Context: an optimization exercise on an open-source flow, tuned for small area, a short achievable clock period and few clock cycles. The choices shown serve that exercise and are no tape-out recipe.
Only simulation tests tie the RTL to the original design; equivalence was not proved.
Power and IR drop assume default switching activity.

File: design/flow/run.sh
#!/bin/bash
# synth_recipe.tcl (not shown) runs the flow's synth.tcl, then flattens the netlist and writes it again
# the make line also repeats each setting of config.mk as NAME=value (left out here)
make -C /OpenROAD-flow-scripts/flow DESIGN_CONFIG=/design/flow/config.mk WORK_HOME=/design/flow/orfs CLKGATE_MAP_FILE= SYNTH_SCRIPT=/design/flow/synth_recipe.tcl finish
File: design/flow/config.mk
export PLATFORM = sky130hd
export DESIGN_NAME = ex_stage
export DESIGN_NICKNAME = ex_stage
export VERILOG_FILES = /design/flow/design.v
export SDC_FILE = /design/flow/constraint.sdc
export NUM_CORES = 4
export LEC_CHECK = 0
export CAP_MARGIN = 20
export CORE_MARGIN = 2
export CORE_UTILIZATION = 40
export SLEW_MARGIN = 20
File: design/flow/constraint.sdc
create_clock -name core_clock -period 11.0 [get_ports {clk}]
set_input_delay 2.2000 -clock core_clock [delete_from_list [all_inputs] [get_ports {clk}]]
set_output_delay 2.2000 -clock core_clock [all_outputs]
set_load 0.01 [all_outputs]
File: design/flow/design.v
package ex_pkg;
    localparam int INST_W = 32;
    localparam logic [6:0] OPC_OP_IMM = 7'b0010011;
    localparam logic [6:0] OPC_OP     = 7'b0110011;
    localparam logic [6:0] OPC_LOAD   = 7'b0000011;
    localparam logic [6:0] OPC_STORE  = 7'b0100011;
    localparam logic [6:0] OPC_BRANCH = 7'b1100011;
    localparam logic [6:0] OPC_JAL    = 7'b1101111;
    localparam logic [6:0] OPC_JALR   = 7'b1100111;
    localparam logic [6:0] OPC_LUI    = 7'b0110111;
    localparam logic [6:0] OPC_AUIPC  = 7'b0010111;
    localparam logic [2:0] F3_ADD_SUB = 3'b000;
    localparam logic [2:0] F3_SLL     = 3'b001;
    localparam logic [2:0] F3_SLT     = 3'b010;
    localparam logic [2:0] F3_SLTU    = 3'b011;
    localparam logic [2:0] F3_XOR     = 3'b100;
    localparam logic [2:0] F3_SR      = 3'b101;
    localparam logic [2:0] F3_OR      = 3'b110;
    localparam logic [2:0] F3_AND     = 3'b111;
    localparam logic [2:0] F3_BEQ  = 3'b000;
    localparam logic [2:0] F3_BNE  = 3'b001;
    localparam logic [2:0] F3_BLT  = 3'b100;
    localparam logic [2:0] F3_BGE  = 3'b101;
    localparam logic [2:0] F3_BLTU = 3'b110;
    localparam logic [2:0] F3_BGEU = 3'b111;
    localparam logic [2:0] F3_DIV  = 3'b100;
    localparam logic [2:0] F3_DIVU = 3'b101;
    localparam logic [6:0] F7_MULDIV = 7'b0000001;
    typedef enum logic [3:0] {
        ALU_ADD,
        ALU_SUB,
        ALU_SLL,
        ALU_SLT,
        ALU_SLTU,
        ALU_XOR,
        ALU_SRL,
        ALU_SRA,
        ALU_OR,
        ALU_AND
    } alu_op_e;
endpackage
`timescale 1ns/1ps
module ex_decode #(
    parameter int XLEN = 32
) (
    input  logic [ex_pkg::INST_W-1:0] inst_i,
    input  logic [XLEN-1:0]           inst_addr_i,
    input  logic [XLEN-1:0]           rs1_data_i,
    input  logic [XLEN-1:0]           rs2_data_i,
    output logic [XLEN-1:0]           op1_o,
    output logic [XLEN-1:0]           op2_o,
    output ex_pkg::alu_op_e           alu_op_o,
    output logic [XLEN-1:0]           jump_base_o,
    output logic [XLEN-1:0]           jump_offset_o,
    output logic                      is_branch_o,
    output logic                      is_jump_o,
    output logic                      mem_r_ena_o,
    output logic                      mem_w_ena_o,
    output logic                      reg_w_ena_o,
    output logic                      div_req_o,
    output logic                      div_signed_o
);
    logic [6:0]      opcode;
    logic [2:0]      funct3;
    logic [6:0]      funct7;
    logic [XLEN-1:0] imm_i;
    logic [XLEN-1:0] imm_s;
    logic [XLEN-1:0] imm_b;
    logic [XLEN-1:0] imm_u;
    logic [XLEN-1:0] imm_j;
    logic            is_muldiv;
    ex_pkg::alu_op_e alu_op_fn;                         
    assign opcode = inst_i[6:0];
    assign funct3 = inst_i[14:12];
    assign funct7 = inst_i[31:25];
    assign imm_i = XLEN'($signed(inst_i[31:20]));
    assign imm_s = XLEN'($signed({inst_i[31:25], inst_i[11:7]}));
    assign imm_b = XLEN'($signed({inst_i[31], inst_i[7], inst_i[30:25], inst_i[11:8], 1'b0}));
    assign imm_u = XLEN'($signed({inst_i[31:12], 12'b0}));
    assign imm_j = XLEN'($signed({inst_i[31], inst_i[19:12], inst_i[20], inst_i[30:21], 1'b0}));
    assign is_muldiv    = (funct7 == ex_pkg::F7_MULDIV);
    assign div_req_o    = (opcode == ex_pkg::OPC_OP) && is_muldiv &&
                          ((funct3 == ex_pkg::F3_DIV) || (funct3 == ex_pkg::F3_DIVU));
    assign div_signed_o = div_req_o && (funct3 == ex_pkg::F3_DIV);
    always_comb begin
        case (funct3)
            ex_pkg::F3_ADD_SUB: begin
                if ((opcode == ex_pkg::OPC_OP) && inst_i[30]) begin
                    alu_op_fn = ex_pkg::ALU_SUB;        
                end else begin
                    alu_op_fn = ex_pkg::ALU_ADD;
                end
            end
            ex_pkg::F3_SLL:  alu_op_fn = ex_pkg::ALU_SLL;
            ex_pkg::F3_SLT:  alu_op_fn = ex_pkg::ALU_SLT;
            ex_pkg::F3_SLTU: alu_op_fn = ex_pkg::ALU_SLTU;
            ex_pkg::F3_XOR:  alu_op_fn = ex_pkg::ALU_XOR;
            ex_pkg::F3_SR: begin
                if (inst_i[30]) begin
                    alu_op_fn = ex_pkg::ALU_SRA;
                end else begin
                    alu_op_fn = ex_pkg::ALU_SRL;
                end
            end
            ex_pkg::F3_OR:   alu_op_fn = ex_pkg::ALU_OR;
            default:         alu_op_fn = ex_pkg::ALU_AND;
        endcase
    end
    always_comb begin
        op1_o         = '0;
        op2_o         = '0;
        alu_op_o      = ex_pkg::ALU_ADD;
        jump_base_o   = '0;
        jump_offset_o = '0;
        is_branch_o   = 1'b0;
        is_jump_o     = 1'b0;
        mem_r_ena_o   = 1'b0;
        mem_w_ena_o   = 1'b0;
        reg_w_ena_o   = 1'b0;
        case (opcode)
            ex_pkg::OPC_OP_IMM: begin
                op1_o       = rs1_data_i;
                op2_o       = imm_i;                    
                alu_op_o    = alu_op_fn;
                reg_w_ena_o = 1'b1;
            end
            ex_pkg::OPC_OP: begin
                if (!is_muldiv) begin
                    op1_o       = rs1_data_i;
                    op2_o       = rs2_data_i;
                    alu_op_o    = alu_op_fn;
                    reg_w_ena_o = 1'b1;
                end else begin
                    reg_w_ena_o = div_req_o;            
                end
            end
            ex_pkg::OPC_LOAD: begin
                op1_o       = rs1_data_i;
                op2_o       = imm_i;
                mem_r_ena_o = 1'b1;
                reg_w_ena_o = 1'b1;
            end
            ex_pkg::OPC_STORE: begin
                op1_o       = rs1_data_i;
                op2_o       = imm_s;
                mem_w_ena_o = 1'b1;
            end
            ex_pkg::OPC_BRANCH: begin
                jump_base_o   = inst_addr_i;
                jump_offset_o = imm_b;
                is_branch_o   = 1'b1;
            end
            ex_pkg::OPC_JAL: begin
                op1_o         = inst_addr_i;            
                op2_o         = XLEN'(4);
                jump_base_o   = inst_addr_i;
                jump_offset_o = imm_j;
                is_jump_o     = 1'b1;
                reg_w_ena_o   = 1'b1;
            end
            ex_pkg::OPC_JALR: begin
                op1_o         = inst_addr_i;
                op2_o         = XLEN'(4);
                jump_base_o   = rs1_data_i;
                jump_offset_o = imm_i;
                is_jump_o     = 1'b1;
                reg_w_ena_o   = 1'b1;
            end
            ex_pkg::OPC_LUI: begin
                op1_o       = imm_u;
                reg_w_ena_o = 1'b1;
            end
            ex_pkg::OPC_AUIPC: begin
                op1_o       = inst_addr_i;
                op2_o       = imm_u;
                reg_w_ena_o = 1'b1;
            end
            default: begin
            end
        endcase
    end
endmodule
`timescale 1ns/1ps
module ex_alu #(
    parameter int XLEN = 32
) (
    input  logic [XLEN-1:0] op1_i,
    input  logic [XLEN-1:0] op2_i,
    input  ex_pkg::alu_op_e alu_op_i,
    output logic [XLEN-1:0] result_o
);
    localparam int SHW = $clog2(XLEN);
    logic [SHW-1:0]  shamt;
    logic [XLEN-1:0] sum;
    logic [XLEN-1:0] diff;
    logic            lt_s;
    logic            lt_u;
    logic [XLEN-1:0] sra_res;
    assign shamt   = op2_i[SHW-1:0];
    assign sum     = op1_i + op2_i;
    assign diff    = op1_i - op2_i;
    assign lt_s    = $signed(op1_i) < $signed(op2_i);
    assign lt_u    = op1_i < op2_i;
    assign sra_res = $unsigned($signed(op1_i) >>> shamt);   
    always_comb begin
        case (alu_op_i)
            ex_pkg::ALU_ADD: begin
                result_o = sum;
            end
            ex_pkg::ALU_SUB: begin
                result_o = diff;
            end
            ex_pkg::ALU_SLL: begin
                result_o = op1_i << shamt;
            end
            ex_pkg::ALU_SLT: begin
                result_o = XLEN'(lt_s);                 
            end
            ex_pkg::ALU_SLTU: begin
                result_o = XLEN'(lt_u);
            end
            ex_pkg::ALU_XOR: begin
                result_o = op1_i ^ op2_i;
            end
            ex_pkg::ALU_SRL: begin
                result_o = op1_i >> shamt;
            end
            ex_pkg::ALU_SRA: begin
                result_o = sra_res;
            end
            ex_pkg::ALU_OR: begin
                result_o = op1_i | op2_i;
            end
            ex_pkg::ALU_AND: begin
                result_o = op1_i & op2_i;
            end
            default: begin
                result_o = '0;
            end
        endcase
    end
endmodule
`timescale 1ns/1ps
module ex_branch #(
    parameter int XLEN = 32
) (
    input  logic [2:0]      funct3_i,
    input  logic [XLEN-1:0] rs1_i,
    input  logic [XLEN-1:0] rs2_i,
    input  logic [XLEN-1:0] jump_base_i,
    input  logic [XLEN-1:0] jump_offset_i,
    input  logic            is_branch_i,
    input  logic            is_jump_i,
    output logic            jump_flag_o,
    output logic [XLEN-1:0] jump_addr_o
);
    logic [XLEN-1:0] target;
    logic            lt_s;
    logic            lt_u;
    logic            cond;
    assign target = jump_base_i + jump_offset_i;        
    assign lt_s   = $signed(rs1_i) < $signed(rs2_i);
    assign lt_u   = rs1_i < rs2_i;
    always_comb begin
        case (funct3_i)
            ex_pkg::F3_BEQ:  cond = (rs1_i == rs2_i);
            ex_pkg::F3_BNE:  cond = (rs1_i != rs2_i);
            ex_pkg::F3_BLT:  cond = lt_s;
            ex_pkg::F3_BGE:  cond = !lt_s;
            ex_pkg::F3_BLTU: cond = lt_u;
            ex_pkg::F3_BGEU: cond = !lt_u;
            default:         cond = 1'b0;               
        endcase
    end
    assign jump_flag_o = is_jump_i || (is_branch_i && cond);
    assign jump_addr_o = jump_flag_o ? target : '0;
endmodule
`timescale 1ns/1ps
module ex_div #(
    parameter int XLEN = 32
) (
    input  logic            clk,
    input  logic            rst_n_i,
    input  logic            req_i,
    input  logic            signed_i,
    input  logic [XLEN-1:0] dividend_i,
    input  logic [XLEN-1:0] divisor_i,
    output logic            busy_o,
    output logic            done_o,
    output logic [XLEN-1:0] quotient_o
);
    localparam int CW = $clog2(XLEN);
    typedef enum logic [1:0] {
        S_IDLE,
        S_RUN,
        S_DONE
    } state_e;
    state_e          state;
    logic [CW-1:0]   cnt;
    logic [XLEN-1:0] quo;                               
    logic [XLEN-1:0] rem;
    logic [XLEN-1:0] dsr;
    logic            neg;
    logic            div_zero;
    logic [XLEN-1:0] a_mag;
    logic [XLEN-1:0] b_mag;
    logic [XLEN:0]   shifted;
    logic [XLEN:0]   trial;
    assign a_mag = (signed_i && dividend_i[XLEN-1]) ? -dividend_i : dividend_i;
    assign b_mag = (signed_i && divisor_i[XLEN-1]) ? -divisor_i : divisor_i;
    assign shifted = {rem, quo[XLEN-1]};
    assign trial   = shifted - {1'b0, dsr};
    always_ff @(posedge clk or negedge rst_n_i) begin
        if (!rst_n_i) begin
            state <= S_IDLE;
            cnt   <= '0;
        end else begin
            case (state)
                S_IDLE: begin
                    if (req_i) begin
                        state <= S_RUN;
                        cnt   <= CW'(XLEN - 1);
                    end
                end
                S_RUN: begin
                    if (cnt == '0) begin
                        state <= S_DONE;
                    end else begin
                        cnt <= cnt - 1'b1;
                    end
                end
                default: begin
                    state <= S_IDLE;                    
                end
            endcase
        end
    end
    always_ff @(posedge clk) begin
        if (state == S_IDLE && req_i) begin
            quo      <= a_mag;
            rem      <= '0;
            dsr      <= b_mag;
            neg      <= signed_i && (dividend_i[XLEN-1] ^ divisor_i[XLEN-1]);
            div_zero <= (divisor_i == '0);
        end else if (state == S_RUN) begin
            if (!trial[XLEN]) begin
                rem <= trial[XLEN-1:0];
                quo <= {quo[XLEN-2:0], 1'b1};
            end else begin
                rem <= shifted[XLEN-1:0];
                quo <= {quo[XLEN-2:0], 1'b0};
            end
        end
    end
    assign busy_o     = (state == S_RUN);
    assign done_o     = (state == S_DONE);
    assign quotient_o = div_zero ? '1 : (neg ? -quo : quo);
endmodule
`timescale 1ns/1ps
module ex_stage #(
    parameter int XLEN = 32
) (
    input  logic                      clk,
    input  logic                      rst_n_i,
    input  logic [ex_pkg::INST_W-1:0] inst_i,
    input  logic [XLEN-1:0]           inst_addr_i,
    input  logic [XLEN-1:0]           rs1_data_i,
    input  logic [XLEN-1:0]           rs2_data_i,
    output logic                      reg_w_ena_o,
    output logic [4:0]                reg_w_addr_o,
    output logic [XLEN-1:0]           reg_w_data_o,
    output logic                      mem_r_ena_o,
    output logic [XLEN-1:0]           mem_r_addr_o,
    output logic                      mem_w_ena_o,
    output logic [XLEN-1:0]           mem_w_addr_o,
    output logic [XLEN-1:0]           mem_w_data_o,
    output logic                      jump_flag_o,
    output logic [XLEN-1:0]           jump_addr_o,
    output logic                      div_hold_o
);
    logic [XLEN-1:0] op1;
    logic [XLEN-1:0] op2;
    ex_pkg::alu_op_e alu_op;
    logic [XLEN-1:0] alu_result;
    logic [XLEN-1:0] jump_base;
    logic [XLEN-1:0] jump_offset;
    logic            is_branch;
    logic            is_jump;
    logic            dec_reg_w_ena;
    logic            div_req;
    logic            div_signed;
    logic            div_busy;
    logic            div_done;
    logic [XLEN-1:0] div_quotient;
    ex_decode #(.XLEN(XLEN)) u_decode (
        .inst_i        (inst_i),
        .inst_addr_i   (inst_addr_i),
        .rs1_data_i    (rs1_data_i),
        .rs2_data_i    (rs2_data_i),
        .op1_o         (op1),
        .op2_o         (op2),
        .alu_op_o      (alu_op),
        .jump_base_o   (jump_base),
        .jump_offset_o (jump_offset),
        .is_branch_o   (is_branch),
        .is_jump_o     (is_jump),
        .mem_r_ena_o   (mem_r_ena_o),
        .mem_w_ena_o   (mem_w_ena_o),
        .reg_w_ena_o   (dec_reg_w_ena),
        .div_req_o     (div_req),
        .div_signed_o  (div_signed)
    );
    ex_alu #(.XLEN(XLEN)) u_alu (
        .op1_i    (op1),
        .op2_i    (op2),
        .alu_op_i (alu_op),
        .result_o (alu_result)
    );
    ex_branch #(.XLEN(XLEN)) u_branch (
        .funct3_i      (inst_i[14:12]),
        .rs1_i         (rs1_data_i),
        .rs2_i         (rs2_data_i),
        .jump_base_i   (jump_base),
        .jump_offset_i (jump_offset),
        .is_branch_i   (is_branch),
        .is_jump_i     (is_jump),
        .jump_flag_o   (jump_flag_o),
        .jump_addr_o   (jump_addr_o)
    );
    ex_div #(.XLEN(XLEN)) u_div (
        .clk        (clk),
        .rst_n_i    (rst_n_i),
        .req_i      (div_req),
        .signed_i   (div_signed),
        .dividend_i (rs1_data_i),
        .divisor_i  (rs2_data_i),
        .busy_o     (div_busy),
        .done_o     (div_done),
        .quotient_o (div_quotient)
    );
    assign div_hold_o   = div_req && !div_done;         
    assign reg_w_ena_o  = dec_reg_w_ena && !div_hold_o;
    assign reg_w_addr_o = inst_i[11:7];
    always_comb begin
        if (div_req) begin
            reg_w_data_o = div_quotient;
        end else if (dec_reg_w_ena && !mem_r_ena_o) begin
            reg_w_data_o = alu_result;
        end else begin
            reg_w_data_o = '0;                          
        end
    end
    assign mem_r_addr_o = mem_r_ena_o ? alu_result : '0;
    assign mem_w_addr_o = mem_w_ena_o ? alu_result : '0;
    assign mem_w_data_o = mem_w_ena_o ? rs2_data_i : '0;
endmodule
==> run notes <==
==> worst min path at each step <==
stage                        startpoint       endpoint  slack (ns)  cells after the start
after floorplan           u_div.rem[27]  u_div.rem[27]        0.45                      2
after global placement    u_div.rem[26]  u_div.rem[26]        0.46                      2
after detailed placement  u_div.rem[27]  u_div.rem[27]        0.48                      2
after CTS                 u_div.rem[27]  u_div.rem[27]        0.49                      2
after global routing      u_div.rem[27]  u_div.rem[27]        0.53                      2
final                     u_div.rem[27]  u_div.rem[27]        0.49                      2
==> layout by cell type (no fill, tap or decap), types with 14 or more instances in the layout <==
| master | n |
|---|---|
| xnor2_1 | 107 |
| a22o_1 | 40 |
| a21o_1 | 56 |
| o21a_1 | 30 |
| xor2_1 | 45 |
| ha_1 | 199 |
| o31ai_1 | 33 |
| a22oi_1 | 17 |
| o21ai_0 | 289 |
| a31oi_1 | 31 |
| a211oi_1 | 56 |
| dfxtp_1 | 32 |
| nand4_1 | 23 |
| o22ai_1 | 22 |
| a21oi_1 | 271 |
| buf_4 | 125 |
| a221oi_1 | 36 |
| inv_1 | 177 |
| clkdlybuf4s50_1 | 299 |
| o221ai_1 | 20 |
| nand3_1 | 102 |
| and3_1 | 16 |
| or3_1 | 26 |
| nor2b_1 | 25 |
| nor3_1 | 57 |
| mux2_2 | 14 |
| o211ai_1 | 53 |
| and2_1 | 19 |
| nand2_1 | 280 |
| edfxtp_1 | 66 |
| o21bai_1 | 19 |
| nand2b_1 | 52 |
| nor2_1 | 356 |
| nor4_1 | 15 |
| mux2i_1 | 61 |
==> cell families after synthesis <==
family,share of synthesized area
adder cells (fa/ha/maj),0.118
buffers and inverters,0.0761
flip-flops,0.129
XOR/XNOR,0.0612
multiplexers,0.0353
AO/OA/AOI/OAI,0.360
AND/OR/NAND/NOR,0.221
==> state kept, by name, indices dropped and copies added (netlist names) <==
name	flops
u_div.state	2
u_div.quo	32
u_div.dsr	32
u_div.rem	32
u_div.div_zero	1
u_div.cnt	5
u_div.neg	1
==> layout make-up <==
| class | instances | area share |
|---|---|---|
| Timing Repair Buffer | 425 | 0.151 |
| Sequential cell | 105 | 0.107 |
| Clock buffer | 10 | 0.00878 |
| Clock inverter | 6 | 0.00221 |
| Inverter | 188 | 0.0271 |
| Antenna cell | 3 | 0.000288 |
| Multi-Input combinational cell | 2638 | 0.670 |
| Tap cell | 696 | 0.0334 |
==> power by group through the flow <==
stage	registers (mW)	logic (mW)	clock network [mW]
CTS	0.527	1.14	0.334
floorplan	0.521	0.792	0
global placement	0.534	1.10	0
global route	0.536	1.27	0.345
finish	0.529	1.17	0.331
detailed placement	0.536	1.13	0
==> cell usage after synthesis (all sizes together) (56+ instances only) <==
master  number  share of area
nor2       361          0.062
a21o        56          0.019
edfxtp      66          0.091
ha         199           0.11
clkbuf     131          0.023
nand3      103          0.024
xnor2      107          0.043
mux2i       61          0.028
o21ai      302          0.069
a211oi      60          0.021
buf         80          0.021
nor3        62          0.014
nand2      287          0.050
a21oi      279          0.065
inv        185          0.032
==> per-layer routing <==
metal / track usage / part of all wire / up-vias
met2: 0.617 / 0.41 / 2009
met4: 0.253 / 0.070 / 6
met5: 0 / 0.00029 / -
met3: 0.120 / 0.13 / 455
met1: 0.534 / 0.39 / 12974
li1: - / - / 12033
==> critical path, cell delays in order <==
cell and delay (ns):
clkdlybuf4s50_1 0.46, nand4bb_4 0.38, or3_1 0.57, a21oi_2 0.47
buf_4 0.33, a221oi_1 0.17, ha_1 0.35, nor3_1 0.48
o31ai_1 0.15, a31oi_1 0.19, nor3_1 0.08, o211ai_1 0.18
a311oi_2 0.25, o41ai_2 0.47, a21boi_1 0.17, or3_1 0.36
a31oi_1 0.44, a41o_1 0.24, clkdlybuf4s50_1 0.54
==> per-stage QoR <==
stage	cells	hold WS, ns
after floorplan	3141	0.447
after global routing	4068	0.525
after detailed placement	4050	0.478
after global placement	4050	0.464
after CTS	4066	0.490
final	4071	0.489
==> results_dict.tcl <==
set metrics [dict create \
    status "no timing/DRC/antenna violations" \
    clock-sinks 105 \
    slew_headroom 0.176 \
    io_buffers 299 \
    drive_above_1_share 0.0721 \
    synthCells 3141 \
    setup-violations-final 0 \
    wire_per_inst_um 30.2 \
    synth_ff_type "edfxtp_1" \
    grt_util_all_layers 0.417 \
    power_density_nw_per_um2 77.9 \
    post-place-ws_ns 0.206 \
    multi_input_area_um2 17500 \
    synthToLayoutAreaGrowth_pct 19.9 \
    period_needed_ns 10.71 \
    htreeDepth 3 \
    fillers 5435 \
    ys_types 102 \
    floorplan.initialDensity 0.404 \
    synth-edff-count 66 \
    fin_setup_tns_ns 0 \
    drc 0 \
    hp-class "reg -> reg" \
    post_cts_buffers 0 \
    worst-setup-path-type "in -> out" \
    startpoint "inst_i[2]" \
    finalPower_mw 2.03 \
    insertion_delay_ns 0.38 \
    pwr-share-clk 0.163 \
    critPathArrivalTime_ns 8.51 \
    post-dp-hpwl_um 99100 \
    pwr-share-comb 0.577 \
    ys_seq_elements 105 \
    max-clock-path-buffers 2 \
    reg2reg_slack_ns 6.13 \
    finalHoldViolCount 0 \
    die_w_um 237 \
    skew_ns 0.0162 \
    dieArea_um2 56300 \
    worstPathRequired_ns 8.80 \
    gp_congestion 1.08 \
    grt_pass1_vias 25256 \
    fin_util 0.485 \
    place_area_um2 25700 \
    cts-root-buf "clkbuf_16" \
    fmax_ghz 0.0934 \
    grt_pass1_wl_um 173000 \
    design_area_um2 26100 \
    pwr-share-seq 0.260 \
    cts_tree "done" \
    ant_nets 0 \
    critPathMaxFanout 19 \
    path_clk_slew_ns 0.09 \
    ios 300 \
    syn_nets 3474 \
    fin_ws_ns 0.293 \
    dr.pass1.iters 9 \
    grt_setup_unrepaired "no" \
    drt_iter0_drc 3522 \
    critPathCaptureType "output port" \
    core_um2 53800 \
    p_int_mw 1.10 \
    tightest_slew_ns 1.22 \
    sw_frac_of_total 0.461 \
    antenna_found_initial 6 \
    rr_worst_depth 15 \
    cts_resized 0 \
    yosys_warnings 5 \
    netlist_area_um2 21800 \
    power.switching_mw 0.938 \
    grt_overflow 0 \
    synth_area_per_cell_um2 6.93 \
    rr_startpoint "u_div.quo[31]" \
    layout.nets 3700 \
    crit_path_start_kind "input port" \
    synth-seq-area-share 0.129 \
    regArea_um2 2800 \
    ir_worst_vdd_uv 95.6 \
    avgViaCountPerCell 6.75 \
    maxCapViolations 0 \
    power_leakage_nw 10.7 \
    period_share 0.973 \
    cts-buffers-inserted 9 \
    ctsHoldBuffers 0 \
    vias 27477 \
    grt_max_degree 94 \
    synthArstFlopShare 0.0667 \
    maxSlewViolCount 0 \
    endpoint "reg_w_data_o[31]" \
    wl_um 123000 \
    die-height_um 237 \
    rr_endpoint "u_div.rem[27]" \
    row_count 85 \
]
Testbench counts, summed over its fixed seeds: cycles 19,444.

[port drivers added, routing unchanged]
The flow's constraints put no driver on any port. The routed layout listed below was extracted and timed again, unchanged, in two steps.
Step 1 sets driving cells, clkbuf_16 on the clock port and buf_2 on the other inputs (assumed; they add their load-dependent delay and slew).
Step 2 adds t to the input delays and takes it off the output delays; t is the mean of the earliest and latest rising clock arrival at the registers after step 1. Input paths then give back, and output paths get back, about the clock's delay inside the block.
Slacks: ideal ports / drivers / drivers and shift; pairs: ideal ports / drivers.
t, ns: 0.421
setup WS [ns]: 0.293 / 0.254 / 0.254
latest minus earliest clock arrival (ns): 0.024 / 0.024
worst register clock-pin slew, ns: 0.09 / 0.09
worst slew at a driven data input, ns: 0.08
After both steps this run still meets setup and hold. For this run, drivers alone change the setup slack by -0.039 ns; drivers and shift together by -0.039 ns.
